This design comes from an exercise in tuning for small area, a short achievable clock period and few clock cycles per item on the open sky130 flow, not from production work. The RTL was checked by simulation tests, not by an equivalence proof against the original design.

==> flow/design.v (excerpt) <==
module mult_div_unit
#(
   parameter int WIDTH = MD_WIDTH
) (
   input  logic             clk,
   input  logic             rst,
   input  logic             mult_en_e,
   input  logic             div_en_e,
   input  logic             unsigned_instr_e,
   input  logic             hi_write_e,
   input  logic             lo_write_e,
   input  logic [1:0]       hi_src_e,
   input  logic [1:0]       lo_src_e,
   input  logic [WIDTH-1:0] src_a_e,
   input  logic [WIDTH-1:0] src_b_e,
   output logic [WIDTH-1:0] hi_out,
   output logic [WIDTH-1:0] lo_out,
   output logic             busy,
   output logic             done
);
   localparam int AW   = WIDTH + 5;           
   localparam int LW   = $clog2(WIDTH) + 1;   
   localparam int SKIP = 8;                   
   localparam int NCP  = 4;                   
   logic             op_mul_q,  op_mul_d;     
   logic             op_mulc_q, op_mulc_d;    
   logic             op_dpre_q, op_dpre_d;    
   logic             op_skip_q, op_skip_d;    
  ...
clock: 11.0 ns
lec_check: 0
cap_margin: 20
core_margin: 2
core_utilization: 60
cts_buf_list: sky130_fd_sc_hd__clkbuf_4 sky130_fd_sc_hd__clkbuf_8
slew_margin: 20
standard.sh (not shown) runs the stock make flow with config.mk's settings and CLKGATE_MAP_FILE= SYNTH_SCRIPT=/design/flow/synth_recipe.tcl, a recipe that flattens the netlist after the stock synthesis.
==> flow/flow/run.sh <==
#!/bin/bash
# Layout flow: the standard ORFS flow (standard synthesis, floorplan,
# placement, CTS, routing) with two changes:
#  - timing repair is asked to leave more setup slack than the clock period
#    needs (flow/setup_margin, in ns), so the achieved period shrinks;
#  - the port buffers are plain buffers (flow/port_buffer) instead of the
#    delay cell the resizer picks by default.
# All of make's output goes to flow_make.log in the work folder; ORFS keeps
# each tool's own log under orfs/logs.
set -euo pipefail
MARGIN=$(cat flow/setup_margin)
PORTBUF=$(cat flow/port_buffer)
bash standard.sh SETUP_SLACK_MARGIN="$MARGIN" "BUFFER_PORTS_ARGS=-buffer_cell $PORTBUF" finish > flow_make.log 2>&1
==> flow/flow/port_buffer <==
sky130_fd_sc_hd__buf_1
==> flow/flow/setup_margin <==
6.5
The starting point finished clean.
Testbench counts at the start, summed over its fixed seeds: cycles 23,002, ops 2,400.
==> next run, changes <==
--- a/flow/design.v
+++ b/flow/design.v
@@ -82,28 +82,26 @@
    logic             sa_q, sa_d;       
    logic             cf_q, cf_d;       
    logic             short_q, short_d;  
    logic             negq_q, negq_d;   
    logic             negr_q, negr_d;   
    logic [NCP-1:0]   one0_r, two0_r, neg0_r, one1_r, two1_r, neg1_r, cin_r;
-   logic [NCP-1:0]   xacc_r, xdiv_r;         
-   logic [NCP-1:0]   ylo_r, yhi_r;           
+   logic [NCP-1:0]   xdiv_r, xnlo_r, xnhi_r;    
    logic [NCP-1:0]   one0_c, two0_c, neg0_c, one1_c, two1_c, neg1_c, cin_c;
-   logic [NCP-1:0]   xacc_c, xdiv_c, ylo_c, yhi_c;
+   logic [NCP-1:0]   xdiv_c, xnlo_c, xnhi_c;
    localparam logic [NCP-1:0] INV = 4'b1010;
    assign one0_c = one0_r ^ INV;
    assign two0_c = two0_r ^ INV;
    assign neg0_c = neg0_r ^ INV;
    assign one1_c = one1_r ^ INV;
    assign two1_c = two1_r ^ INV;
    assign neg1_c = neg1_r ^ INV;
    assign cin_c  = cin_r ^ INV;
-   assign xacc_c = xacc_r ^ INV;
    assign xdiv_c = xdiv_r ^ INV;
-   assign ylo_c  = ylo_r ^ INV;
-   assign yhi_c  = yhi_r ^ INV;
+   assign xnlo_c = xnlo_r ^ INV;
+   assign xnhi_c = xnhi_r ^ INV;
    logic             one0_d, two0_d, neg0_d, one1_d, two1_d, neg1_d, cin_d;
    logic             sb;
    assign sb = m_q[WIDTH];
    function automatic logic [2:0] booth(input logic b2, input logic b1, input logic b0);
       booth[0] = b1 ^ b0;
       booth[1] = (b2 & ~b1 & ~b0) | (~b2 & b1 & b0);
@@ -117,18 +115,19 @@
          int c;
          logic xb, mb, mb2, nb;
          c = (i * NCP) / AW;
          if (i == 0)          xb = lo_q[WIDTH-1];
          else if (i <= WIDTH) xb = hi_q[i-1];
          else                 xb = ext_q;
-         add_x[i] = (xdiv_c[c] & xb) | (xacc_c[c] & ((i < WIDTH) ? hi_q[i] : ext_q));
+         if (xdiv_c[c]) add_x[i] = xb;
+         else if (xnlo_c[c]) add_x[i] = (i < WIDTH) ? ~lo_q[i] : 1'b1;
+         else if (xnhi_c[c]) add_x[i] = (i < WIDTH) ? ~hi_q[i] : 1'b1;
+         else add_x[i] = (i < WIDTH) ? hi_q[i] : ext_q;
          mb  = msx[i];
          mb2 = (i == 0) ? 1'b0 : msx[i-1];
-         pp0[i] = ((two0_c[c] & mb2) | (one0_c[c] & mb) |
-                   (ylo_c[c] & ((i < WIDTH) ? lo_q[i] : 1'b0)) |
-                   (yhi_c[c] & ((i < WIDTH) ? hi_q[i] : 1'b0))) ^ neg0_c[c];
+         pp0[i] = ((two0_c[c] & mb2) | (one0_c[c] & mb)) ^ neg0_c[c];
          pp1[i] = ((two1_c[c] & mb2) | (one1_c[c] & mb)) ^ neg1_c[c];
       end
    end
    assign op_c = {pp1[AW-3:0], neg1_c[0], neg1_c[0]};
    assign csa_s = add_x ^ pp0 ^ op_c;
    assign csa_c = {(add_x[AW-2:0] & pp0[AW-2:0]) | (add_x[AW-2:0] & op_c[AW-2:0]) |
@@ -194,13 +193,13 @@
       cf_d   = cf_q;
       short_d = short_q;
       negq_d = negq_q;
       negr_d = negr_q;
       one0_d = 1'b0;
       two0_d = 1'b0;
-      neg0_d = 1'b1;
+      neg0_d = 1'b0;
       one1_d = 1'b0;
       two1_d = 1'b0;
       neg1_d = 1'b0;
       cin_d  = 1'b1;
       bd0 = booth(lo_q[5], lo_q[4], lo_q[3]);
       bd1 = booth(lo_q[7], lo_q[6], lo_q[5]);
@@ -241,13 +240,12 @@
                lo_d   = {sum[19:0], lo_q[WIDTH-1:20]};
                busy_d = 1'b0;
                done_d = 1'b1;
             end else if (cf_q) begin
                op_mulc_d = 1'b1;
                one0_d    = 1'b1;
-               neg0_d    = 1'b0;
                cin_d     = 1'b0;
             end else begin
                busy_d = 1'b0;
                done_d = 1'b1;
             end
          end else begin
@@ -380,32 +378,31 @@
       sa_q   <= sa_d;
       cf_q   <= cf_d;
       short_q <= short_d;
       negq_q <= negq_d;
       negr_q <= negr_d;
    end
-   logic [10:0] ctl_d;
+   logic [9:0] ctl_d;
    assign ctl_d = {one0_d, two0_d, neg0_d, one1_d, two1_d, neg1_d, cin_d,
-                   op_mul_d | op_mulc_d | op_dcor_d, op_step_d,
-                   op_dpre_d | op_dnq_d, op_dnr_d};
+                   op_step_d, op_dpre_d | op_dnq_d, op_dnr_d};
    always_ff @(posedge clk) begin
       for (int c = 0; c < 2; c++) begin
          {one0_r[c], two0_r[c], neg0_r[c], one1_r[c], two1_r[c], neg1_r[c], cin_r[c],
-          xacc_r[c], xdiv_r[c], ylo_r[c], yhi_r[c]} <= ctl_d ^ {11{INV[c]}};
+          xdiv_r[c], xnlo_r[c], xnhi_r[c]} <= ctl_d ^ {10{INV[c]}};
       end
    end
    always_ff @(posedge clk or posedge rst) begin
       if (rst) begin
          for (int c = 2; c < NCP; c++) begin
             {one0_r[c], two0_r[c], neg0_r[c], one1_r[c], two1_r[c], neg1_r[c], cin_r[c],
-             xacc_r[c], xdiv_r[c], ylo_r[c], yhi_r[c]} <= '0;
+             xdiv_r[c], xnlo_r[c], xnhi_r[c]} <= '0;
          end
       end else begin
          for (int c = 2; c < NCP; c++) begin
             {one0_r[c], two0_r[c], neg0_r[c], one1_r[c], two1_r[c], neg1_r[c], cin_r[c],
-             xacc_r[c], xdiv_r[c], ylo_r[c], yhi_r[c]} <= ctl_d ^ {11{INV[c]}};
+             xdiv_r[c], xnlo_r[c], xnhi_r[c]} <= ctl_d ^ {10{INV[c]}};
          end
       end
    end
    assign hi_out = hi_q;
    assign lo_out = lo_q;
    assign busy   = busy_q;
What happened: The changed run ran to the end with no violations; die area decreases slightly; clock-buffer cell count stays the same; routed wire length goes down by a little under a tenth; register-to-register slack is worse by 20 ps; maximum frequency is lower slightly; cell count is lower slightly; synthesized cell count goes down slightly; via count decreases by a few percent; global-route usage decreases by 2.9 points.
Testbench counts after the change, summed over its fixed seeds: cycles 23,002, ops 2,400.

## static timing again, ports no longer ideal
Ports are ideal in the flow. The routed layouts listed here were re-timed in OpenROAD.
Step 1 (the two cells are an assumption about what drives the block):
set clk [get_ports {clk}]
set_driving_cell -lib_cell sky130_fd_sc_hd__clkbuf_16 $clk
set_driving_cell -lib_cell sky130_fd_sc_hd__buf_2 [delete_from_list [all_inputs] $clk]
Step 2, shift: input delay + t, output delay - t, t = (earliest + latest rising clock arrival at the registers) / 2. This alone moves slack from input paths to output paths.
Slacks: ideal / step 1 / step 2; pairs: ideal / step 1.
run	t, ns	slack for setup (ns)	worst hold slack (ns)	worst setup path after step 2	worst slew at a driven data input, ns
the first run	0.530	6.553 / 6.553 / 6.120	0.552 / 0.552 / 0.552	input to register	0.04
the second run	0.537	6.530 / 6.530 / 6.148	0.521 / 0.521 / 0.521	input to register	0.03
After both steps setup and hold are still met in every run listed. For the first run, which loses most, drivers alone change the setup slack by 0.000 ns; drivers and shift together by -0.433 ns.
